This is an optimization exercise on Yosys and OpenROAD, whose aim is small area, a short achievable clock period and few clock cycles per item, not a production implementation.
The RTL was checked by simulation tests, not by an equivalence proof against the original design.

==> flow/design.v, too long to show whole: its modules and the start of the top module <==
// module dds_sine_sample_generator: 1074 lines
module dds_sine_sample_generator (
    input  logic                  clk,
    input  logic                  rst_n,
    input  logic                  in_valid,
    output logic                  in_ready,
    input  logic                  restart,
    output logic                  out_valid,
    input  logic                  out_ready,
    output dds_pkg::code_t        sample,
    input  logic                  cfg_valid,
    output logic                  cfg_ready,
    input  logic [1:0]            cfg_index,
    input  logic [31:0]           cfg_data
);
  // ...
==> flow/flow/run.sh <==
#!/bin/bash
# Standard ORFS layout, with port buffers of a plain buffer cell and the
# setup repair aiming for margin below the clock period.
set -euo pipefail
bash standard.sh \
  "SETUP_SLACK_MARGIN=7.9" \
  "BUFFER_PORTS_ARGS=-buffer_cell sky130_fd_sc_hd__buf_2" \
  finish > standard_flow.log 2>&1
==> flow/standard.sh <==
#!/bin/bash
# synth_recipe.tcl (not shown) runs the flow's synth.tcl, then flattens the netlist and writes it again
# the make line also repeats each setting of config.mk as NAME=value (left out here)
make -C /OpenROAD-flow-scripts/flow DESIGN_CONFIG=/design/flow/config.mk WORK_HOME=/design/flow/orfs CLKGATE_MAP_FILE= SYNTH_SCRIPT=/design/flow/synth_recipe.tcl "${@:-finish}"
==> flow/config.mk <==
export PLATFORM = sky130hd
export DESIGN_NAME = dds_sine_sample_generator
export DESIGN_NICKNAME = dds_sine_sample_generator
export VERILOG_FILES = /design/flow/design.v
export SDC_FILE = /design/flow/constraint.sdc
export NUM_CORES = 4
export LEC_CHECK = 0
export CAP_MARGIN = 20
export CORE_MARGIN = 2
export CORE_UTILIZATION = 40
export SLEW_MARGIN = 20
==> flow/constraint.sdc <==
create_clock -name core_clock -period 11.0 [get_ports {clk}]
set_input_delay 2.2000 -clock core_clock [delete_from_list [all_inputs] [get_ports {clk}]]
set_output_delay 2.2000 -clock core_clock [all_outputs]
set_load 0.01 [all_outputs]
==> out/results.tsv, run 1 <==
stage	metric	value	unit
finish	numSequentialCells	233	
place	place_congestion	0.873	
route	route.vias.total	12900	
clocking	tritoncts	done	
setup_path	cp_num_cells	10	
finish	num-nonclk-inverters	181	
global_route	use_met1	23.6	%
setup_path	kind_of_critical_path	reg -> reg	
route	met2_length	20700	µm
route	topRoutingLayerUsed	met4	
finish	multiInputCombCellCount	1161	
setup_path	critPathSlowestCell	sky130_fd_sc_hd__fa_1	
route	drtPass1Iterations	5	
global_route	number_of_global_route_vias_before_repair	13200	
timing	final-setup-viol-count	0	
synthesis	synth_enable_flop_cells	138	
clocking	hold_buffers	0	
synthesis	yosysMostFrequentCell	sky130_fd_sc_hd__inv_1	
synthesis	synth_area_in_adders	19.6	%
outcome	result_of_the_run	no timing/DRC/antenna violations	
route	routed_wl	41600	µm
finish	mostFrequentLayoutCells	147 x sky130_fd_sc_hd__inv_1, 138 x sky130_fd_sc_hd__edfxtp_1, 129 x sky130_fd_sc_hd__buf_4	
finish	seqAreaFraction	29.8	%
route	drcViolationCount	0	
clocking	cts_root_buffer	sky130_fd_sc_hd__clkbuf_16	
Testbench counts, summed over its fixed seeds: cycles 16,016, items 16,000.
==> inputs of run 2 (changes only) <==
==> flow/flow/run.sh (replaced) <==
#!/bin/bash
# Standard ORFS layout, with port buffers of a plain buffer cell and the
# setup repair aiming for margin below the clock period.
set -euo pipefail
bash standard.sh \
  "SETUP_SLACK_MARGIN=7.7" \
  "BUFFER_PORTS_ARGS=-buffer_cell sky130_fd_sc_hd__buf_2" \
  finish > standard_flow.log 2>&1
==> run 2 against run 1 <==
  * Still clean
  * Final cell count shrank 0.20%
  * First-iteration DRC count rose by 11%
  * Synthesized area did not move
  * Via count hardly changed
  * Critical endpoint is now row2b_reg[13]$_DFFE_PN_
  * Largest cell class unchanged
  * Highest routed layer unchanged
==> out/results.tsv, run 2 <==
stage	metric	value	unit	change
outcome	result_of_the_run	no timing/DRC/antenna violations		unchanged
timing	setup_slack	7.60	ns	was 7.61 ns
global_route	grt.total_usage	18.0	%	was 18.5%
setup_path	crit_arrival	3.68	ns	was 3.65 ns
clocking	cts_root_buffer	sky130_fd_sc_hd__clkbuf_16		unchanged
finish	layout.cells.most_common	sky130_fd_sc_hd__inv_1		unchanged
place	buffer_ports.inserted	53		unchanged
synthesis	syn-num-nets	1917		unchanged
setup_path	critPathLaunchType	flip-flop		unchanged
clocking	clkTransAtPathRegs	0.06	ns	was 0.07 ns
clocking	clock_sink_count	233		unchanged
floorplanning	die-width	213	µm	unchanged
finish	mostFrequentLayoutCells	156 x sky130_fd_sc_hd__inv_1, 147 x sky130_fd_sc_hd__buf_4, 138 x sky130_fd_sc_hd__edfxtp_1		was 147 x sky130_fd_sc_hd__inv_1, 138 x sky130_fd_sc_hd__edfxtp_1, 129 x sky130_fd_sc_hd__buf_4
setup_path	crit_required	11.28	ns	was 11.27 ns
route	ant_nets	0		unchanged
setup_path	kind_of_critical_path	reg -> reg		unchanged
route	routedWlPerCell	17.0	µm	about the same
timing	max_slew_margin	28.3	%	was 35.1%
timing	setup_total_negative_slack	0	ns	unchanged
synthesis	postSynth.asyncResetShare	40.8	%	unchanged
synthesis	yosys_register_bits	233		unchanged
finish	design.final.nets	2101		was 2,107
synthesis	ys_top_cells_by_count	178 x sky130_fd_sc_hd__inv_1, 138 x sky130_fd_sc_hd__edfxtp_1, 130 x sky130_fd_sc_hd__ha_1, 125 x sky130_fd_sc_hd__xnor2_1, 116 x sky130_fd_sc_hd__nand2_1		unchanged
finish	diodes	0		unchanged
place	detailedPlace.worstSlack	6.92	ns	was 6.90 ns
route	drt-initial-drc-count	761		was 687
synthesis	synth.area.top_cells	sky130_fd_sc_hd__edfxtp_1 24%, sky130_fd_sc_hd__dfrtp_1 12%, sky130_fd_sc_hd__fa_1 10%		unchanged
floorplanning	placementRows	76		unchanged
finish	final-instance-count-excl-fill	2448		was 2,453
global_route	grt_antenna_before_repair	0		unchanged
setup_path	worstSetupEndpointType	flip-flop		unchanged
synthesis	synth_area_leader_cell	sky130_fd_sc_hd__edfxtp_1		unchanged
synthesis	yosysWarningCount	1		unchanged
timing	finalMaxSlewViolations	0		unchanged
synthesis	yosysMostFrequentCell	sky130_fd_sc_hd__inv_1		unchanged
route	drtPass1Iterations	7		was 5
clocking	worst_skew_pair.late_latency	0.56	ns	was 0.57 ns
clocking	max-clock-path-buffers	3		unchanged
synthesis	syn-mean-instance-area	10.5	µm²	unchanged
timing	period_minus_slack	3.40	ns	was 3.39 ns
setup_path	largest_fanout_on_the_critical_path	4		was 5
timing	hold_violations	0		unchanged
synthesis	synth_enable_flop_cells	138		unchanged
floorplanning	floorplan.die_area	0.0452	mm²	unchanged
floorplanning	placeable_area	0.0430	mm²	unchanged
route	drcViolationCount	0		unchanged
route	route.vias.total	12900		about the same
place	place_congestion	0.869		was 0.873
min_path	holdCritPathClass	reg -> reg		unchanged
synthesis	synthesis.area	0.0174	mm²	unchanged
synthesis	synth_top_cell_area_share	23.8	%	unchanged
synthesis	synth.lib_cells_used.distinct	77		unchanged
clocking	number_of_buffers_inserted_during_clock_tree_synthesis	27		unchanged
synthesis	yosysSeqAreaShare	37.6	%	unchanged
route	routed_wl	41500	µm	was 41,600 µm
synthesis	post_synth_inst_count	1658		unchanged
timing	achievable-frequency	0.294	GHz	was 0.295 GHz
run	max_cap_violations	0		unchanged
clocking	hold_buffers	0		unchanged
clocking	htree_levels	1		unchanged
place	detailedPlacementHpwl	27600	µm	was 27,300 µm
floorplanning	initial_utilization	40.5	%	unchanged
route	via_per_inst	5.26		about the same
timing	worst_slew_pin_slew	1.07	ns	was 0.972 ns
timing	layout_worst_path_cycle_share	30.9	%	was 30.8%
finish	layout_cell_share_with_drive_strength_beyond_1	29.5	%	was 32.3%
finish	area_growth_syn_to_layout	23.7	%	was 26.2%
clocking	tritoncts	done		unchanged
synthesis	synth_flop_cell	sky130_fd_sc_hd__edfxtp_1		unchanged
place	dp.cells	2217		unchanged
global_route	grt_first_pass_wirelength	65700	µm	was 67,900 µm
timing	fin_worst_skew	0.0257	ns	was 0.0461 ns
global_route	grt_max_degree	69		unchanged
timing	final-setup-viol-count	0		unchanged
global_route	number_of_global_route_vias_before_repair	12900		was 13.2k
timing	rsz0062_at_grt	yes		unchanged
global_route	globalRoute.totalOverflow	0		unchanged
floorplanning	io-pin-count	55		unchanged
floorplanning	die_height	213	µm	unchanged
==> run 2: cell count changes in the layout (fill, tap and decap cells not counted), moves of 5 or more <==
cell	before	now
sky130_fd_sc_hd__inv_1	147	156
sky130_fd_sc_hd__o21ai_1	10	2
sky130_fd_sc_hd__fa_2	33	22
sky130_fd_sc_hd__a22oi_1	27	36
sky130_fd_sc_hd__mux2_4	28	0
sky130_fd_sc_hd__a22oi_2	40	31
sky130_fd_sc_hd__buf_6	40	26
sky130_fd_sc_hd__mux2_2	42	70
sky130_fd_sc_hd__clkbuf_8	1	6
sky130_fd_sc_hd__o21ai_0	66	77
sky130_fd_sc_hd__buf_12	17	7
sky130_fd_sc_hd__inv_2	30	21
sky130_fd_sc_hd__buf_4	129	147
sky130_fd_sc_hd__fa_1	56	67
==> run 2: final timing paths <==
check                                              startpoint                            end  slack [ns]  cells past startpoint
worst max-delay path                   span1_reg[9]$_DFFE_PN_        row2b_reg[13]$_DFFE_PN_        7.60                     10
worst max register to register         span1_reg[9]$_DFFE_PN_        row2b_reg[13]$_DFFE_PN_        7.60                     10
min in group asynchronous                               rst_n  phase_acc_reg[14]$_DFFE_PN0P_        1.57                      1
worst min-delay path            phase_acc_reg[14]$_DFFE_PN0P_  phase_acc_reg[14]$_DFFE_PN0P_        0.48                      2
max in group asynchronous                               rst_n  phase_acc_reg[24]$_DFFE_PN0P_        8.17                      2
worst min register to register  phase_acc_reg[14]$_DFFE_PN0P_  phase_acc_reg[14]$_DFFE_PN0P_        0.48                      2
==> run 2: logic make-up (layout without fill, tap and decap cells) <==
| group | count (synthesis) | after routing | synth area share, % |
|---|---|---|---|
| AO/OA/AOI/OAI | 362 | 365 | 13.8 |
| XOR/XNOR | 158 | 159 | 8.11 |
| adder cells (fa/ha/maj) | 220 | 220 | 19.6 |
| buffers and inverters | 269 | 469 | 5.96 |
| flip-flops | 233 | 233 | 37.6 |
| multiplexers | 98 | 98 | 6.21 |
| other | 1 | 1 | 0.0216 |
| AND/OR/NAND/NOR | 317 | 318 | 8.63 |
==> run 2: per-layer routing <==
layer	routed length [µm]	GRT usage, %	vias up
li1	-	-	6150
met1	17100	22.3	6224
met2	20600	31.4	397
met3	2180	2.90	111
met4	1710	6.78	0
met5	0	0	-
==> run 2: per-stage QoR <==
step	util (%)	hold WS, ns	area (µm²)
floorplan	-	0.449	17500
global placement	42.3	0.468	18200
detailed placement	42.3	0.474	18200
CTS	47.5	0.490	20400
global route	50.1	0.508	21500
finish	50.1	0.480	21500
==> run 2: repair_timing <==
item                       CTS  global route
buffers inserted           113            58
gates cloned                 4             6
resized for setup           72           150
setup endpoints to repair   61            50
hold endpoints to repair     0             0
pin swaps                   49           109
==> run 2: worst max-delay path, stage by stage, from the launching register on <==
cell,delay (ns)
sky130_fd_sc_hd__edfxtp_1,0.44
sky130_fd_sc_hd__buf_6,0.16
sky130_fd_sc_hd__clkbuf_16,0.15
sky130_fd_sc_hd__a22oi_2,0.22
sky130_fd_sc_hd__xnor2_2,0.10
sky130_fd_sc_hd__fa_2,0.54
sky130_fd_sc_hd__inv_2,0.04
sky130_fd_sc_hd__fa_2,0.54
sky130_fd_sc_hd__fa_2,0.44
sky130_fd_sc_hd__inv_2,0.07
sky130_fd_sc_hd__fa_2,0.42
==> run 2: cell type report <==
| cell class | instances | area [µm²] |
|---|---|---|
| Clock inverter | 15 | 188 |
| Clock buffer | 35 | 756 |
| Tap cell | 585 | 732 |
| Multi-Input combinational cell | 1161 | 10700 |
| Timing Repair inverter | 1 | 5.00 |
| Inverter | 181 | 699 |
| Timing Repair Buffer | 237 | 1890 |
| Fill cell | 3857 | 21500 |
| Sequential cell | 233 | 6550 |
==> inputs of run 3 (changes only) <==
==> flow/flow/run.sh (replaced) <==
#!/bin/bash
# Standard ORFS layout, with port buffers of a plain buffer cell and the
# setup repair aiming for margin below the clock period.
set -euo pipefail
bash standard.sh \
  "SETUP_SLACK_MARGIN=0" \
  "BUFFER_PORTS_ARGS=-buffer_cell sky130_fd_sc_hd__buf_2" \
  finish > standard_flow.log 2>&1
==> run 3 against run 2 <==
  * Maximum frequency shrank 29%
  * Worst setup slack lost 1.4 ns
  * Flip-flop and latch count is the same
  * First-iteration DRC count shrank 11%
  * Cell area shrank 12%
  * Sequential share of layout area grew 4.1 points
  * Synthesized area is the same
  * Synthesized cell count is the same
  * Clock skew shrank 0.00058 ns
  * Critical path type unchanged
  * Largest cell class unchanged
==> out/results.tsv, run 3 <==
stage	metric	value	unit	change
global_route	grt.total_usage	17.1	%	was 18.0%
clocking	number_of_buffers_inserted_during_clock_tree_synthesis	26		was 27
floorplanning	io-pin-count	55		unchanged
floorplanning	floorplan.die_area	0.0452	mm²	unchanged
clocking	cts_repair_resize_count	0		was 72
floorplanning	placeable_area	0.0430	mm²	unchanged
setup_path	kind_of_critical_path	reg -> reg		unchanged
route	drcViolationCount	0		unchanged
setup_path	worstSetupEndpointType	flip-flop		unchanged
clocking	htree_levels	1		unchanged
synthesis	synth_area_leader_cell	sky130_fd_sc_hd__edfxtp_1		unchanged
route	via_per_inst	5.27		was 5.26
setup_path	crit_arrival	5.04	ns	was 3.68 ns
place	place_congestion	0.885		was 0.869
global_route	grt_max_degree	69		unchanged
synthesis	yosys_register_bits	233		unchanged
timing	fin_worst_skew	0.0252	ns	was 0.0257 ns
global_route	grt_antenna_before_repair	1		was 0
finish	diodes	0		unchanged
synthesis	synth_enable_flop_cells	138		unchanged
timing	achievable-frequency	0.209	GHz	was 0.294 GHz
place	buffer_ports.inserted	53		unchanged
synthesis	yosysWarningCount	1		unchanged
finish	area_growth_syn_to_layout	8.75	%	was 23.7%
global_route	grt_first_pass_wirelength	62800	µm	was 65,700 µm
route	route.vias.total	11900		was 12.9k
timing	final-setup-viol-count	0		unchanged
outcome	result_of_the_run	no timing/DRC/antenna violations		unchanged
timing	setup_slack	6.23	ns	was 7.60 ns
route	routedWlPerCell	16.4	µm	was 17.0 µm
setup_path	reg2reg_depth	14		was 10
finish	n_fill_cell	4133		was 3,857
floorplanning	initial_utilization	40.5	%	unchanged
clocking	worst_skew_pair.late_latency	0.55	ns	was 0.56 ns
clocking	cts_root_buffer	sky130_fd_sc_hd__clkbuf_16		unchanged
synthesis	postSynth.asyncResetShare	40.8	%	unchanged
global_route	number_of_global_route_vias_before_repair	12400		was 12.9k
synthesis	yosysSeqAreaShare	37.6	%	unchanged
place	detailedPlace.worstSlack	6.19	ns	was 6.92 ns
route	routed_wl	37200	µm	was 41,500 µm
clocking	hold_buffers	0		unchanged
finish	fin_util	44.0	%	was 50.1%
timing	period_minus_slack	4.77	ns	was 3.40 ns
synthesis	syn-mean-instance-area	10.5	µm²	unchanged
clocking	post-cts-setup-buffer-count	0		was 113
timing	worst_slew_pin_slew	1.12	ns	was 1.07 ns
floorplanning	placementRows	76		unchanged
clocking	clkTransAtPathRegs	0.06	ns	about the same
finish	mostFrequentLayoutCells	177 x sky130_fd_sc_hd__inv_1, 138 x sky130_fd_sc_hd__edfxtp_1, 130 x sky130_fd_sc_hd__ha_1		was 156 x sky130_fd_sc_hd__inv_1, 147 x sky130_fd_sc_hd__buf_4, 138 x sky130_fd_sc_hd__edfxtp_1
synthesis	synth_top_cell_area_share	23.8	%	unchanged
clocking	clock_sink_count	233		unchanged
synthesis	synth_flop_cell	sky130_fd_sc_hd__edfxtp_1		unchanged
timing	hold_violations	0		unchanged
run	max_cap_violations	0		unchanged
synthesis	yosysMostFrequentCell	sky130_fd_sc_hd__inv_1		unchanged
route	drtPass1Iterations	5		was 7
synthesis	ys_top_cells_by_count	178 x sky130_fd_sc_hd__inv_1, 138 x sky130_fd_sc_hd__edfxtp_1, 130 x sky130_fd_sc_hd__ha_1, 125 x sky130_fd_sc_hd__xnor2_1, 116 x sky130_fd_sc_hd__nand2_1		unchanged
synthesis	synth.lib_cells_used.distinct	77		unchanged
setup_path	largest_fanout_on_the_critical_path	25		was 4
global_route	globalRoute.totalOverflow	0		unchanged
clocking	tritoncts	done		unchanged
place	detailedPlacementHpwl	27500	µm	was 27,600 µm
min_path	holdCritPathClass	reg -> reg		unchanged
clocking	max-clock-path-buffers	3		unchanged
synthesis	synth.area.top_cells	sky130_fd_sc_hd__edfxtp_1 24%, sky130_fd_sc_hd__dfrtp_1 12%, sky130_fd_sc_hd__fa_1 10%		unchanged
timing	layout_worst_path_cycle_share	43.4	%	was 30.9%
route	drt-initial-drc-count	677		was 761
synthesis	synthesis.area	0.0174	mm²	unchanged
timing	finalMaxSlewViolations	0		unchanged
setup_path	crit_required	11.27	ns	was 11.28 ns
timing	max_slew_margin	25.3	%	was 28.3%
finish	design.final.nets	1919		was 2,101
min_path	hold-path-cell-count	2		unchanged
finish	layout.cells.most_common	sky130_fd_sc_hd__inv_1		unchanged
timing	rsz0062_at_grt	no		was yes
setup_path	critPathLaunchType	flip-flop		unchanged
timing	setup_total_negative_slack	0	ns	unchanged
route	ant_nets	0		unchanged
synthesis	syn-num-nets	1917		unchanged
floorplanning	die-width	213	µm	unchanged
finish	layout_cell_share_with_drive_strength_beyond_1	12.1	%	was 29.5%
floorplanning	die_height	213	µm	unchanged
synthesis	post_synth_inst_count	1658		unchanged
[run 3: cell count changes in the layout (fill, tap and decap cells not counted), moves of 18 or more]
cell / previous run / this run
sky130_fd_sc_hd__fa_2: 22 / 0
sky130_fd_sc_hd__xnor2_1: 102 / 125
sky130_fd_sc_hd__buf_6: 26 / 0
sky130_fd_sc_hd__inv_2: 21 / 3
sky130_fd_sc_hd__inv_1: 156 / 177
sky130_fd_sc_hd__a22oi_2: 31 / 0
sky130_fd_sc_hd__xnor2_2: 24 / 1
sky130_fd_sc_hd__a22oi_1: 36 / 67
sky130_fd_sc_hd__buf_4: 147 / 10
sky130_fd_sc_hd__fa_1: 67 / 89
[run 3: per-stage QoR]
stage	hold WS, ns	area (µm²)	std cells
after detailed placement	0.474	18100	2217
after floorplan	0.449	17400	1658
after global placement	0.468	18100	2217
after global routing	0.516	18900	2265
final	0.483	18900	2265
after CTS	0.489	18900	2265
[run 3: logic make-up (layout without fill, tap and decap cells)]
group | Yosys count | in the layout | share of synthesized area (%)
other cells | 1 | 1 | 0.0216
compound gates | 362 | 362 | 13.8
xor+xnor | 158 | 158 | 8.11
flops | 233 | 233 | 37.6
mux | 98 | 98 | 6.21
fa+ha+maj | 220 | 220 | 19.6
simple gates | 317 | 317 | 8.63
buf+inv | 269 | 291 | 5.96
[run 3: final cells by class]
class,count,area [µm²],area share [%]
Inverter,181,679,3.59
Clock buffer,41,738,3.90
Clock inverter,7,42.5,0.225
Tap cell,585,732,3.87
Timing Repair Buffer,62,335,1.77
Multi-Input combinational cell,1156,9850,52.1
Sequential cell,233,6540,34.6
[run 3: metal layers]
layer | GRT usage [%] | part of all wire (%) | vias up | wire (µm)
met5 | 0 | 0.035 | - | 13
met4 | 4.65 | 2.7 | 2 | 1000
met3 | 2.97 | 4.8 | 68 | 1790
met2 | 29.6 | 49 | 286 | 18100
met1 | 22.1 | 44 | 5817 | 16300
li1 | - | - | 5760 | -
[run 3: worst paths after layout]
| check | from | to | slack [ns] |
|---|---|---|---|
| worst max-delay path | phase_acc_reg[24]$_DFFE_PN0P_ | one1_reg[2]$_SDFFCE_PP0N_ | 6.23 |
| worst min-delay path | v1_reg$_DFF_PN0_ | v1_reg$_DFF_PN0_ | 0.48 |
| worst max register to register | phase_acc_reg[24]$_DFFE_PN0P_ | one1_reg[2]$_SDFFCE_PP0N_ | 6.23 |
| worst min register to register | v1_reg$_DFF_PN0_ | v1_reg$_DFF_PN0_ | 0.48 |
| max in group asynchronous | rst_n | phase_step_reg[27]$_DFFE_PN0P_ | 8.22 |
| min in group asynchronous | rst_n | phase_acc_reg[14]$_DFFE_PN0P_ | 1.60 |
[run 3: worst max-delay path, cell delays in order (launching register included)]
cell and delay (ns):
sky130_fd_sc_hd__dfrtp_1 0.69, sky130_fd_sc_hd__inv_1 0.29, sky130_fd_sc_hd__ha_1 0.42, sky130_fd_sc_hd__nor2b_4 0.20, sky130_fd_sc_hd__xor2_4 0.59, sky130_fd_sc_hd__inv_2 0.33, sky130_fd_sc_hd__nand2_1 0.23, sky130_fd_sc_hd__o21ai_0 0.14
sky130_fd_sc_hd__a211oi_1 0.27, sky130_fd_sc_hd__nor3_1 0.07, sky130_fd_sc_hd__nor3_1 0.57, sky130_fd_sc_hd__xnor2_1 0.19, sky130_fd_sc_hd__nor2_1 0.06, sky130_fd_sc_hd__ha_1 0.29, sky130_fd_sc_hd__nor2b_1 0.13
==> inputs of run 4 (changes only) <==
==> flow/flow/run.sh (replaced) <==
#!/bin/bash
# Standard ORFS layout, with port buffers of a plain buffer cell and the
# setup repair aiming for margin below the clock period.
set -euo pipefail
bash standard.sh \
  "SETUP_SLACK_MARGIN=7.3" \
  "BUFFER_PORTS_ARGS=-buffer_cell sky130_fd_sc_hd__buf_2" \
  finish > standard_flow.log 2>&1
==> run 4 against run 3 <==
  * Routed wire length grew 2.3%
  * Synthesized area is the same
  * Highest routed layer is now met4
==> out/results.tsv, run 4 <==
stage	metric	value	unit	change
outcome	result_of_the_run	no timing/DRC/antenna violations		unchanged
finish	area_growth_syn_to_layout	11.8	%	was 8.75%
floorplanning	initial_utilization	40.5	%	unchanged
synthesis	synth_enable_flop_cells	138		unchanged
floorplanning	placeable_area	0.0430	mm²	unchanged
clocking	worst_skew_pair.late_latency	0.55	ns	about the same
clocking	cts_root_buffer	sky130_fd_sc_hd__clkbuf_16		unchanged
route	routedWlPerCell	16.5	µm	was 16.4 µm
timing	period_minus_slack	3.59	ns	was 4.77 ns
synthesis	synthesis.area	0.0174	mm²	unchanged
setup_path	reg2reg_depth	8		was 14
timing	setup_slack	7.41	ns	was 6.23 ns
timing	final-setup-viol-count	0		unchanged
place	detailedPlacementHpwl	27600	µm	was 27,500 µm
route	drcViolationCount	0		unchanged
synthesis	synth.area.top_cells	sky130_fd_sc_hd__edfxtp_1 24%, sky130_fd_sc_hd__dfrtp_1 12%, sky130_fd_sc_hd__fa_1 10%		unchanged
timing	finalMaxSlewViolations	0		unchanged
synthesis	postSynth.asyncResetShare	40.8	%	unchanged
route	dr_wl_met3	1780	µm	was 1790 µm
min_path	hold_path.startpoint	phase_acc_reg[3]$_DFFE_PN0P_		was v1_reg$_DFF_PN0_
timing	hold_slack	0.483	ns	about the same
setup_path	kind_of_critical_path	reg -> reg		unchanged
setup_path	crit_arrival	3.87	ns	was 5.04 ns
route	via_per_inst	5.25		was 5.27
clocking	max-clock-path-buffers	3		unchanged
global_route	grt.total_usage	17.2	%	was 17.1%
run	max_cap_violations	0		unchanged
clocking	number_of_buffers_inserted_during_clock_tree_synthesis	26		unchanged
route	topRoutingLayerUsed	met4		was met5
setup_path	largest_fanout_on_the_critical_path	13		was 25
clocking	hold_buffers	0		unchanged
global_route	grt_antenna_before_repair	0		was 1
min_path	worstHoldEndpoint	phase_acc_reg[3]$_DFFE_PN0P_		was v1_reg$_DFF_PN0_
timing	achievable-frequency	0.278	GHz	was 0.209 GHz
clocking	htree_levels	1		unchanged
setup_path	timing.reg2reg.setup_slack	7.41	ns	was 6.23 ns
clocking	clkTransAtPathRegs	0.06	ns	about the same
timing	rsz0062_at_grt	no		unchanged
timing	setup_total_negative_slack	0	ns	unchanged
route	routed_wl	38000	µm	was 37,200 µm
floorplanning	floorplan.die_area	0.0452	mm²	unchanged
synthesis	synth.lib_cells_used.distinct	77		unchanged
setup_path	critPathLaunchType	flip-flop		unchanged
global_route	grt_max_degree	69		unchanged
place	buffer_ports.inserted	53		unchanged
finish	design.final.nets	1960		was 1,919
setup_path	cp_cell_sequence	a22oi_1 -> xnor2_1 -> fa_1 -> inv_1 -> fa_1 -> fa_1 -> inv_1 -> fa_1		was inv_1 -> ha_1 -> nor2b_4 -> xor2_4 -> inv_2 -> nand2_1 -> o21ai_0 -> a211oi_1 -> nor3_1 -> nor3_1 -> xnor2_1 -> nor2_1 -> ha_1 -> nor2b_1
timing	max_slew_margin	31.9	%	was 25.3%
finish	layout_cell_share_with_drive_strength_beyond_1	15.5	%	was 12.1%
min_path	holdCritPathClass	reg -> reg		unchanged
global_route	grt_first_pass_wirelength	63300	µm	was 62,800 µm
synthesis	yosysSeqAreaShare	37.6	%	unchanged
synthesis	ys_top_cells_by_count	178 x sky130_fd_sc_hd__inv_1, 138 x sky130_fd_sc_hd__edfxtp_1, 130 x sky130_fd_sc_hd__ha_1, 125 x sky130_fd_sc_hd__xnor2_1, 116 x sky130_fd_sc_hd__nand2_1		unchanged
global_route	globalRoute.totalOverflow	0		unchanged
finish	mostFrequentLayoutCells	175 x sky130_fd_sc_hd__inv_1, 138 x sky130_fd_sc_hd__edfxtp_1, 125 x sky130_fd_sc_hd__xnor2_1, 125 x sky130_fd_sc_hd__ha_1, 115 x sky130_fd_sc_hd__nand2_1		was 177 x sky130_fd_sc_hd__inv_1, 138 x sky130_fd_sc_hd__edfxtp_1, 130 x sky130_fd_sc_hd__ha_1
floorplanning	die_height	213	µm	unchanged
place	place_congestion	0.853		was 0.885
synthesis	yosysWarningCount	1		unchanged
floorplanning	die-width	213	µm	unchanged
route	route.vias.total	12100		was 11.9k
min_path	hold-path-cell-count	2		unchanged
route	drt-initial-drc-count	608		was 677
setup_path	critPathSlowestCell	sky130_fd_sc_hd__edfxtp_1		was sky130_fd_sc_hd__dfrtp_1
synthesis	yosys_register_bits	233		unchanged
floorplanning	placementRows	76		unchanged
setup_path	path_common_cell	sky130_fd_sc_hd__fa_1		
synthesis	syn-num-nets	1917		unchanged
clocking	clock_sink_count	233		unchanged
setup_path	reg2reg_to	row2b_reg[12]$_DFFE_PN_		was one1_reg[2]$_SDFFCE_PP0N_
setup_path	crit_required	11.27	ns	about the same
timing	layout_worst_path_cycle_share	32.7	%	was 43.4%
route	drtPass1Iterations	5		unchanged
route	met2_length	18700	µm	was 18,100 µm
synthesis	synth_area_leader_cell	sky130_fd_sc_hd__edfxtp_1		unchanged
finish	layout.cells.most_common	sky130_fd_sc_hd__inv_1		unchanged
synthesis	post_synth_inst_count	1658		unchanged
clocking	tritoncts	done		unchanged
timing	worst_slew_pin_slew	1.01	ns	was 1.12 ns
global_route	number_of_global_route_vias_before_repair	12300		was 12.4k
synthesis	synth_top_cell_area_share	23.8	%	unchanged
timing	hold_violations	0		unchanged
setup_path	worstReg2RegStart	span1_reg[9]$_DFFE_PN_		was phase_acc_reg[24]$_DFFE_PN0P_
synthesis	synth_flop_cell	sky130_fd_sc_hd__edfxtp_1		unchanged
setup_path	worstSetupEndpointType	flip-flop		unchanged
setup_path	worst_path_largest_cell_delay	0.71	ns	was 0.69 ns
timing	fin_worst_skew	0.0298	ns	was 0.0252 ns
route	wl_met1	16800	µm	was 16,300 µm
finish	diodes	0		unchanged
finish	n_fill_cell	4116		was 4,133
place	detailedPlace.worstSlack	6.72	ns	was 6.19 ns
synthesis	syn-mean-instance-area	10.5	µm²	unchanged
floorplanning	io-pin-count	55		unchanged
route	ant_nets	0		unchanged
synthesis	yosysMostFrequentCell	sky130_fd_sc_hd__inv_1		unchanged
## run 4: worst max path at each step
stage,startpoint,to,slack [ns]
after floorplan,phase_acc_reg[24]$_DFFE_PN0P_,one1_reg[1]$_SDFFCE_PP0N_,7.37
after global placement,phase_acc_reg[24]$_DFFE_PN0P_,one1_reg[2]$_SDFFCE_PP0N_,6.78
after detailed placement,phase_acc_reg[24]$_DFFE_PN0P_,one1_reg[2]$_SDFFCE_PP0N_,6.72
after CTS,high_code_reg[0]$_DFFE_PN1P_,span1_reg[11]$_DFFE_PN_,7.30
after global routing,span1_reg[9]$_DFFE_PN_,row2b_reg[9]$_DFFE_PN_,7.30
final,span1_reg[9]$_DFFE_PN_,row2b_reg[12]$_DFFE_PN_,7.41
## run 4: kinds of logic (layout without fill, tap and decap cells)
| logic type | Yosys count | count (layout) | synth area share (%) |
|---|---|---|---|
| other cells | 1 | 1 | 0.0216 |
| buf+inv | 269 | 329 | 5.96 |
| compound gates | 362 | 364 | 13.8 |
| flops | 233 | 233 | 37.6 |
| fa+ha+maj | 220 | 220 | 19.6 |
| mux | 98 | 98 | 6.21 |
| xor+xnor | 158 | 159 | 8.11 |
| simple gates | 317 | 317 | 8.63 |
## run 4: final cells by class
class | count | area (µm²) | share of cell area (%)
Sequential cell | 233 | 6550 | 33.6
Multi-Input combinational cell | 1159 | 9980 | 51.3
Clock inverter | 9 | 77.6 | 0.399
Inverter | 181 | 686 | 3.52
Clock buffer | 39 | 783 | 4.03
Timing Repair Buffer | 100 | 653 | 3.36
Tap cell | 585 | 732 | 3.76
## run 4: critical path, delay by kind of cell, from the launching register on
family                   cells  cell delay, ns
AO/OA/AOI/OAI                1            0.16
XOR/XNOR                     1            0.19
adder cells (fa/ha/maj)      4            2.11
buffers and inverters        2            0.14
flip-flops                   1            0.71
## run 4: metrics by stage
stage,utilization (%),cell area (µm²),cells
global placement,42.2,18100,2217
detailed placement,42.2,18100,2217
CTS,44.6,19200,2282
global route,45.3,19500,2306
floorplan,-,17400,1658
finish,45.3,19500,2306
## run 4: repair_timing
item | CTS | global route
setup buffers | 14 | 24
endpoints found under the hold margin | 0 | 0
pin swaps | 1 | 3
gates cloned | 3 | 0
setup endpoints to repair | 24 | 22
gates resized for setup | 11 | 13
## run 4: layer usage
metal  vias to the layer above  global-route usage [%]
met3                        63                    2.58
met2                       277                    30.1
met4                         0                    3.95
li1                       5853                       -
met5                         -                       0
met1                      5907                    22.5
==> inputs of run 5 (changes only) <==
==> flow/flow/run.sh (replaced) <==
#!/bin/bash
# The standard layout (the standard.sh) with three changes to how it is
# made: port buffers use a plain buffer cell instead of the delay cell the
# resizer picks by default; setup repair aims at a margin below the clock
# period; and repair works on the worst path only (TNS_END_PERCENT).
set -euo pipefail
bash standard.sh \
  "SETUP_SLACK_MARGIN=7.8" \
  "TNS_END_PERCENT=0" \
  "ADDER_MAP_FILE=" \
  "BUFFER_PORTS_ARGS=-buffer_cell sky130_fd_sc_hd__buf_2" \
  finish > standard_flow.log 2>&1
==> run 5 against run 4 <==
  * Global-route usage increased by 1.7 points
  * Maximum frequency up 7.7%
  * Die area up 7.3%
  * Sequential share of layout area shrank 2.3 points
  * Still clean
==> out/results.tsv, run 5 <==
stage	metric	value	unit	change
timing	max_slew_margin	31.7	%	was 31.9%
timing	final-setup-viol-count	0		unchanged
clocking	htree_levels	1		unchanged
timing	achievable-frequency	0.300	GHz	was 0.278 GHz
route	ant_nets	0		unchanged
run	max_cap_violations	0		unchanged
synthesis	yosysSeqAreaShare	35.0	%	was 37.6%
route	route.vias.total	15300		was 12.1k
clocking	number_of_buffers_inserted_during_clock_tree_synthesis	26		unchanged
timing	worst_slew_pin_slew	1.03	ns	was 1.01 ns
global_route	grt_max_degree	76		was 69
route	drt-initial-drc-count	1103		was 608
route	routed_wl	46500	µm	was 38,000 µm
synthesis	postSynth.asyncResetShare	40.8	%	unchanged
route	drcViolationCount	0		unchanged
setup_path	largest_fanout_on_the_critical_path	7		was 13
synthesis	synthesis.area	0.0187	mm²	was 0.0174 mm²
clocking	worst_skew_pair.late_latency	0.56	ns	was 0.55 ns
global_route	number_of_global_route_vias_before_repair	14800		was 12.3k
timing	layout_worst_path_cycle_share	30.3	%	was 32.7%
setup_path	crit_arrival	3.77	ns	was 3.87 ns
clocking	clock_sink_count	233		unchanged
place	buffer_ports.inserted	53		unchanged
synthesis	ys_top_cells_by_count	265 x sky130_fd_sc_hd__xnor2_1, 184 x sky130_fd_sc_hd__nand2_1, 171 x sky130_fd_sc_hd__nor2_1, 140 x sky130_fd_sc_hd__a21oi_1, 138 x sky130_fd_sc_hd__edfxtp_1		was 178 x sky130_fd_sc_hd__inv_1, 138 x sky130_fd_sc_hd__edfxtp_1, 130 x sky130_fd_sc_hd__ha_1, 125 x sky130_fd_sc_hd__xnor2_1, 116 x sky130_fd_sc_hd__nand2_1
floorplanning	floorplan.die_area	0.0485	mm²	was 0.0452 mm²
floorplanning	initial_utilization	40.3	%	was 40.5%
synthesis	syn-num-nets	2125		was 1,917
timing	hold_violations	0		unchanged
synthesis	syn-mean-instance-area	8.96	µm²	was 10.5 µm²
floorplanning	io-pin-count	55		unchanged
floorplanning	die-width	220	µm	was 213 µm
place	dpl-instance-area	0.0193	mm²	was 0.0181 mm²
min_path	holdCritPathClass	reg -> reg		unchanged
finish	stdcell_area	0.0209	mm²	was 0.0195 mm²
outcome	result_of_the_run	no timing/DRC/antenna violations		unchanged
synthesis	post_synth_inst_count	2085		was 1,658
route	drtPass1Iterations	5		unchanged
global_route	grt.total_usage	18.9	%	was 17.2%
route	via_per_inst	5.65		was 5.25
place	detailedPlacementHpwl	32100	µm	was 27,600 µm
setup_path	crit_required	11.43	ns	was 11.27 ns
synthesis	synth.area.top_cells	sky130_fd_sc_hd__edfxtp_1 22%, sky130_fd_sc_hd__xnor2_1 12%, sky130_fd_sc_hd__dfrtp_1 11%		was sky130_fd_sc_hd__edfxtp_1 24%, sky130_fd_sc_hd__dfrtp_1 12%, sky130_fd_sc_hd__fa_1 10%
finish	diodes	0		unchanged
synthesis	synth.lib_cells_used.distinct	80		was 77
finish	design.final.nets	2116		was 1,960
setup_path	critPathLaunchType	flip-flop		unchanged
timing	fin_worst_skew	0.0406	ns	was 0.0298 ns
synthesis	synth_enable_flop_cells	138		unchanged
global_route	grt_antenna_before_repair	0		unchanged
clocking	clkTransAtPathRegs	0.06	ns	about the same
finish	area_growth_syn_to_layout	11.6	%	was 11.8%
global_route	grt_first_pass_wirelength	75200	µm	was 63,300 µm
finish	fin_util	45.0	%	was 45.3%
route	routedWlPerCell	17.2	µm	was 16.5 µm
synthesis	yosys_register_bits	233		unchanged
global_route	globalRoute.totalOverflow	0		unchanged
synthesis	synth_area_leader_cell	sky130_fd_sc_hd__edfxtp_1		unchanged
synthesis	synth_top_cell_area_share	22.2	%	was 23.8%
synthesis	yosysWarningCount	1		unchanged
synthesis	yosysMostFrequentCell	sky130_fd_sc_hd__xnor2_1		was sky130_fd_sc_hd__inv_1
timing	period_minus_slack	3.34	ns	was 3.59 ns
clocking	hold_buffers	0		unchanged
timing	setup_total_negative_slack	0	ns	unchanged
clocking	cts_root_buffer	sky130_fd_sc_hd__clkbuf_16		unchanged
floorplanning	placementRows	79		was 76
floorplanning	die_height	220	µm	was 213 µm
synthesis	synth_flop_cell	sky130_fd_sc_hd__edfxtp_1		unchanged
timing	rsz0062_at_grt	yes		was no
setup_path	worstSetupEndpointType	flip-flop		unchanged
finish	mostFrequentLayoutCells	263 x sky130_fd_sc_hd__xnor2_1, 183 x sky130_fd_sc_hd__nand2_1, 168 x sky130_fd_sc_hd__nor2_1		was 175 x sky130_fd_sc_hd__inv_1, 138 x sky130_fd_sc_hd__edfxtp_1, 125 x sky130_fd_sc_hd__xnor2_1, 125 x sky130_fd_sc_hd__ha_1, 115 x sky130_fd_sc_hd__nand2_1
clocking	tritoncts	done		unchanged
finish	layout.cells.most_common	sky130_fd_sc_hd__xnor2_1		was sky130_fd_sc_hd__inv_1
setup_path	kind_of_critical_path	reg -> reg		unchanged
floorplanning	placeable_area	0.0464	mm²	was 0.0430 mm²
finish	layout_cell_share_with_drive_strength_beyond_1	15.9	%	was 15.5%
place	place_congestion	0.926		was 0.853
clocking	max-clock-path-buffers	3		unchanged
timing	finalMaxSlewViolations	0		unchanged
finish	n_fill_cell	4387		was 4,116
==> run 5: cell types whose count changed after synthesis, sizes merged, moves of 30 or more <==
cell | previous run | this run
fa | 89 | 0
clkbuf | 64 | 133
maj3 | 1 | 101
nor2 | 81 | 171
a31oi | 8 | 38
inv | 181 | 46
nand2 | 116 | 184
xor2 | 32 | 86
ha | 130 | 0
a21oi | 81 | 141
xnor2 | 126 | 265
==> run 5: path summary, 6_finish.rpt <==
| kind | depth (start not counted) | startpoint | endpoint | slack (ns) |
|---|---|---|---|---|
| worst min register to register | 2 | v1_reg$_DFF_PN0_ | v1_reg$_DFF_PN0_ | 0.50 |
| min in group asynchronous | 1 | rst_n | phase_step_reg[14]$_DFFE_PN0P_ | 1.67 |
| worst max register to register | 10 | phase_step_reg[0]$_DFFE_PN0P_ | phase_acc_reg[19]$_DFFE_PN0P_ | 7.66 |
| worst max-delay path | 10 | phase_step_reg[0]$_DFFE_PN0P_ | phase_acc_reg[19]$_DFFE_PN0P_ | 7.66 |
| max in group asynchronous | 2 | rst_n | phase_acc_reg[26]$_DFFE_PN0P_ | 8.19 |
| worst min-delay path | 2 | v1_reg$_DFF_PN0_ | v1_reg$_DFF_PN0_ | 0.50 |
==> run 5: metrics by stage <==
step                      instances  setup WS [ns]  hold slack, ns
after floorplan                2085           7.73           0.450
after global placement         2604           7.01           0.481
after detailed placement       2604           6.95           0.470
after CTS                      2667           7.58           0.495
after global routing           2703           7.59           0.545
final                          2703           7.66           0.498
==> run 5: routing by layer <==
metal	GRT usage [%]	part of all wire, %
met1	24.2	44
met4	5.93	2.8
met2	33.2	49
met3	2.43	4.8
met5	0	0
==> run 5: timing repair <==
item	4_1_cts	5_1_grt
setup endpoints to repair	82	79
buffers inserted	13	36
resized for setup	35	30
cloned	2	0
pin swaps	13	18
==> run 5: kinds of logic after synthesis <==
kind of cell	Yosys count	share of synthesized area (%)
buffers and inverters	206	4.17
other	1	0.0201
DFF	233	35.0
xor gates and xnor gates	354	16.8
adders and majority gates	101	5.46
AOI/OAI and AO/OA	526	18.5
muxes	114	6.62
and+or+nand+nor	550	13.5
==> run 5: area by class of cell <==
| cell class | instances | area [µm²] | area share (%) |
|---|---|---|---|
| repair buffers | 118 | 778 | 3.73 |
| clock buffers | 37 | 777 | 3.73 |
| inverters | 49 | 196 | 0.942 |
| flip-flops and latches | 233 | 6550 | 31.4 |
| repair inverters | 1 | 5.00 | 0.0240 |
| clock inverters | 11 | 129 | 0.618 |
| multi-input cells | 1647 | 11700 | 55.9 |
| well taps | 607 | 759 | 3.64 |
==> run 5: worst max-delay path, cell delays in order (launching register included) <==
cell	delay, ns
sky130_fd_sc_hd__dfrtp_2	0.45
sky130_fd_sc_hd__a21oi_4	0.18
sky130_fd_sc_hd__a221oi_2	0.12
sky130_fd_sc_hd__maj3_2	0.36
sky130_fd_sc_hd__a211o_4	0.40
sky130_fd_sc_hd__a41o_4	0.25
sky130_fd_sc_hd__maj3_2	0.35
sky130_fd_sc_hd__maj3_2	0.38
sky130_fd_sc_hd__maj3_1	0.38
sky130_fd_sc_hd__mux2i_1	0.19
sky130_fd_sc_hd__o2111ai_1	0.12
==> inputs of run 6 (changes only) <==
--- a/flow/flow/run.sh
+++ b/flow/flow/run.sh
@@ -7,6 +7,5 @@
 bash standard.sh \
   "SETUP_SLACK_MARGIN=7.8" \
   "TNS_END_PERCENT=0" \
-  "ADDER_MAP_FILE=" \
   "BUFFER_PORTS_ARGS=-buffer_cell sky130_fd_sc_hd__buf_2" \
   finish > standard_flow.log 2>&1
==> run 6 against run 5 <==
  * Worst setup slack worse by 0.093 ns
  * Critical path type unchanged
  * Largest cell class unchanged
  * Utilization up 2.3 points
  * Non-clock buffer count up 55
  * Final cell count down 12%
  * Die area down 6.8%
  * Cell area down 2.5%
  * Synthesized area down 6.9%
  * Synthesized cell count down 20%
  * Worst hold slack worse by 0.013 ns
  * Flip-flop and latch count unchanged
  * Via count down 18%
==> out/results.tsv, run 6 <==
stage	metric	value	unit	change
synthesis	yosys_register_bits	233		unchanged
synthesis	syn-mean-instance-area	10.5	µm²	was 8.96 µm²
finish	layout_cell_share_with_drive_strength_beyond_1	21.3	%	was 15.9%
finish	mostFrequentLayoutCells	174 x sky130_fd_sc_hd__inv_1, 138 x sky130_fd_sc_hd__edfxtp_1, 123 x sky130_fd_sc_hd__ha_1		was 263 x sky130_fd_sc_hd__xnor2_1, 183 x sky130_fd_sc_hd__nand2_1, 168 x sky130_fd_sc_hd__nor2_1
timing	period_minus_slack	3.43	ns	was 3.34 ns
route	drt-initial-drc-count	646		was 1,103
synthesis	post_synth_inst_count	1658		was 2,085
synthesis	yosysMostFrequentCell	sky130_fd_sc_hd__inv_1		was sky130_fd_sc_hd__xnor2_1
outcome	result_of_the_run	no timing/DRC/antenna violations		unchanged
global_route	grt_max_degree	69		was 76
finish	multi_input_comb_area	0.0102	mm²	was 0.0117 mm²
clocking	number_of_buffers_inserted_during_clock_tree_synthesis	26		unchanged
floorplanning	placementRows	76		was 79
setup_path	crit_required	11.26	ns	was 11.43 ns
setup_path	reg2reg_to	row2b_reg[16]$_DFFE_PN_		was phase_acc_reg[19]$_DFFE_PN0P_
timing	achievable-frequency	0.292	GHz	was 0.300 GHz
route	drtPass1Iterations	6		was 5
clocking	tritoncts	done		unchanged
global_route	grt_busiest_layer	met2		unchanged
clocking	worst_skew_pair.late_latency	0.58	ns	was 0.56 ns
synthesis	syn-num-nets	1917		was 2,125
clocking	max-clock-path-buffers	3		unchanged
run	max_cap_violations	0		unchanged
finish	n_fill_cell	4034		was 4,387
setup_path	worstSetupEndpointType	flip-flop		unchanged
setup_path	timing.reg2reg.setup_slack	7.57	ns	was 7.66 ns
timing	setup_total_negative_slack	0	ns	unchanged
global_route	globalRoute.totalOverflow	0		unchanged
finish	ff_latch_area	0.00655	mm²	about the same
timing	fin_worst_skew	0.0588	ns	was 0.0406 ns
floorplanning	initial_utilization	40.5	%	was 40.3%
floorplanning	floorplan.die_area	0.0452	mm²	was 0.0485 mm²
route	ant_nets	0		unchanged
global_route	grt_antenna_before_repair	0		unchanged
finish	layout.cells.most_common	sky130_fd_sc_hd__inv_1		was sky130_fd_sc_hd__xnor2_1
setup_path	kind_of_critical_path	reg -> reg		unchanged
finish	area_growth_syn_to_layout	16.9	%	was 11.6%
setup_path	worstReg2RegStart	neg1_reg[2]$_SDFFCE_PP0N_		was phase_step_reg[0]$_DFFE_PN0P_
synthesis	yosysWarningCount	1		unchanged
synthesis	ys_top_cells_by_count	178 x sky130_fd_sc_hd__inv_1, 138 x sky130_fd_sc_hd__edfxtp_1, 130 x sky130_fd_sc_hd__ha_1, 125 x sky130_fd_sc_hd__xnor2_1, 116 x sky130_fd_sc_hd__nand2_1		was 265 x sky130_fd_sc_hd__xnor2_1, 184 x sky130_fd_sc_hd__nand2_1, 171 x sky130_fd_sc_hd__nor2_1, 140 x sky130_fd_sc_hd__a21oi_1, 138 x sky130_fd_sc_hd__edfxtp_1
global_route	grtUsageMet3	2.42	%	was 2.43%
setup_path	crit_arrival	3.69	ns	was 3.77 ns
route	route.vias.total	12600		was 15.3k
synthesis	synth.lib_cells_used.distinct	77		was 80
min_path	hold-path-cell-count	2		unchanged
global_route	number_of_global_route_vias_before_repair	12900		was 14.8k
min_path	worstHoldEndpoint	phase_acc_reg[3]$_DFFE_PN0P_		was v1_reg$_DFF_PN0_
place	detailedPlacementHpwl	27700	µm	was 32,100 µm
clocking	hold_buffers	0		unchanged
finish	design.final.nets	2033		was 2,116
timing	layout_worst_path_cycle_share	31.2	%	was 30.3%
route	drcViolationCount	0		unchanged
setup_path	largest_fanout_on_the_critical_path	8		was 7
synthesis	postSynth.asyncResetShare	40.8	%	unchanged
floorplanning	die_height	213	µm	was 220 µm
timing	finalMaxSlewViolations	0		unchanged
clocking	clkTransAtPathRegs	0.06	ns	about the same
timing	worst_slew_pin_slew	0.954	ns	was 1.03 ns
synthesis	synth_top_cell_area_share	23.8	%	was 22.2%
global_route	grt_first_pass_wirelength	65900	µm	was 75,200 µm
place	buffer_ports.inserted	53		unchanged
synthesis	synth_area_leader_cell	sky130_fd_sc_hd__edfxtp_1		unchanged
global_route	grt.total_usage	18.0	%	was 18.9%
synthesis	synthesis.area	0.0174	mm²	was 0.0187 mm²
synthesis	synth_enable_flop_cells	138		unchanged
setup_path	critPathLaunchType	flip-flop		unchanged
clocking	cts_root_buffer	sky130_fd_sc_hd__clkbuf_16		unchanged
timing	rsz0062_at_grt	yes		unchanged
global_route	use_met1	22.4	%	was 24.2%
place	place_congestion	0.876		was 0.926
synthesis	synth.area.top_cells	sky130_fd_sc_hd__edfxtp_1 24%, sky130_fd_sc_hd__dfrtp_1 12%, sky130_fd_sc_hd__fa_1 10%		was sky130_fd_sc_hd__edfxtp_1 22%, sky130_fd_sc_hd__xnor2_1 12%, sky130_fd_sc_hd__dfrtp_1 11%
min_path	holdCritPathClass	reg -> reg		unchanged
setup_path	reg2reg_depth	8		was 10
synthesis	synth_flop_cell	sky130_fd_sc_hd__edfxtp_1		unchanged
floorplanning	placeable_area	0.0430	mm²	was 0.0464 mm²
floorplanning	io-pin-count	55		unchanged
timing	hold_violations	0		unchanged
timing	max_slew_margin	36.3	%	was 31.7%
synthesis	yosysSeqAreaShare	37.6	%	was 35.0%
floorplanning	die-width	213	µm	was 220 µm
clocking	clock_sink_count	233		unchanged
route	routedWlPerCell	16.7	µm	was 17.2 µm
route	routed_wl	39800	µm	was 46,500 µm
finish	diodes	0		unchanged
min_path	hold_path.startpoint	phase_acc_reg[3]$_DFFE_PN0P_		was v1_reg$_DFF_PN0_
timing	final-setup-viol-count	0		unchanged
clocking	htree_levels	1		unchanged
global_route	globalRouteMet2Util	31.7	%	was 33.2%
route	via_per_inst	5.29		was 5.65
run 6: area by class of cell:
cell class / count / area share [%]
multi-input combinational: 1159 / 50.4
sequential: 233 / 32.2
timing repair buffer: 173 / 5.99
clock buffer: 37 / 3.75
tap: 585 / 3.60
inverter: 181 / 3.38
clock inverter: 11 / 0.714
run 6: worst max path at each step:
stage	startpoint	end	slack, ns	depth (start not counted)
CTS	span1_reg[6]$_DFFE_PN_	row2b_reg[12]$_DFFE_PN_	7.61	10
finish	neg1_reg[2]$_SDFFCE_PP0N_	row2b_reg[16]$_DFFE_PN_	7.57	8
detailed placement	phase_acc_reg[24]$_DFFE_PN0P_	one1_reg[2]$_SDFFCE_PP0N_	7.01	14
global placement	cfg_index[0]	phase_step_reg[17]$_DFFE_PN0P_	7.07	4
floorplan	phase_acc_reg[24]$_DFFE_PN0P_	one1_reg[1]$_SDFFCE_PP0N_	7.73	13
global route	span1_reg[10]$_DFFE_PN_	row2b_reg[18]$_DFFE_PN_	7.48	11
run 6: per-layer routing:
layer,share of wire (%),vias up
li1,-,6004
met1,42,6104
met2,50,360
met3,4.2,109
met4,3.9,0
met5,0,-
run 6: per-stage QoR:
stage	setup slack (ns)	std cells	instance area (µm²)	utilization (%)	hold WS, ns
2_1_floorplan	7.73	1658	17500	-	0.449
3_3_place_gp	7.07	2217	18200	42.3	0.468
3_5_place_dp	7.01	2217	18200	42.3	0.474
4_1_cts	7.61	2361	20000	46.6	0.488
5_1_grt	7.48	2379	20300	47.3	0.512
6_report	7.57	2379	20300	47.3	0.485
run 6: timing repair:
item                                    4_1_cts  5_1_grt
setup buffers                                93       18
cloned                                        3        0
endpoints found under the setup margin       89       73
gates resized for setup                      36       32
hold endpoints to repair                      0        0
pin swaps                                    12       20
run 6: logic make-up (layout without fill, tap and decap cells):
| family | count (synthesis) | in the layout | synth area share [%] |
|---|---|---|---|
| compound gates | 362 | 364 | 13.8 |
| xor+xnor | 158 | 159 | 8.11 |
| simple gates | 317 | 317 | 8.63 |
| other cells | 1 | 1 | 0.0216 |
| buf+inv | 269 | 402 | 5.96 |
| mux | 98 | 98 | 6.21 |
| flops | 233 | 233 | 37.6 |
| fa+ha+maj | 220 | 220 | 19.6 |
run 6: critical path, cell delays in order, from the launching register on:
cell and delay, ns:
sky130_fd_sc_hd__edfxtp_1 0.43, sky130_fd_sc_hd__buf_4 0.22, sky130_fd_sc_hd__xnor2_1 0.43, sky130_fd_sc_hd__fa_1 0.49, sky130_fd_sc_hd__inv_1 0.09, sky130_fd_sc_hd__fa_1 0.43, sky130_fd_sc_hd__fa_1 0.49, sky130_fd_sc_hd__inv_1 0.05
sky130_fd_sc_hd__fa_1 0.47

port drivers added, routing unchanged:
Ports are ideal in the flow. The routed layouts listed here were re-timed in OpenROAD.
Step 1 (the two cells are an assumption about what drives the block):
set clk [get_ports {clk}]
set_driving_cell -lib_cell sky130_fd_sc_hd__clkbuf_16 $clk
set_driving_cell -lib_cell sky130_fd_sc_hd__buf_2 [delete_from_list [all_inputs] $clk]
Step 2 moves the port delays by t, midway between the first and last clock arrival at a register: inputs arrive t later, outputs are due t later. That takes back most of the time a late clock gives input paths.
a / b / c = ideal / step 1 / step 2; a / b = the first two.
run	t, ns	setup WS [ns]	hold WS [ns]	latest minus earliest clock arrival (ns)	worst register clock-pin slew, ns
run 1	0.595	7.614 / 7.614 / 7.310	0.487 / 0.487 / 0.487	0.048 / 0.048	0.07 / 0.07
run 2	0.597	7.599 / 7.599 / 7.221	0.480 / 0.480 / 0.480	0.028 / 0.029	0.06 / 0.06
run 3	0.580	6.227 / 6.227 / 6.227	0.483 / 0.483 / 0.483	0.025 / 0.026	0.06 / 0.06
run 4	0.591	7.406 / 7.406 / 7.232	0.483 / 0.483 / 0.483	0.030 / 0.030	0.06 / 0.06
run 5	0.595	7.664 / 7.664 / 7.117	0.498 / 0.498 / 0.498	0.042 / 0.042	0.06 / 0.06
run 6	0.593	7.571 / 7.571 / 7.286	0.485 / 0.485 / 0.485	0.059 / 0.059	0.07 / 0.07
After both steps every run listed still meets setup and hold. For run 5, which loses most, drivers alone change the setup slack by 0.000 ns; drivers and shift together by -0.547 ns.
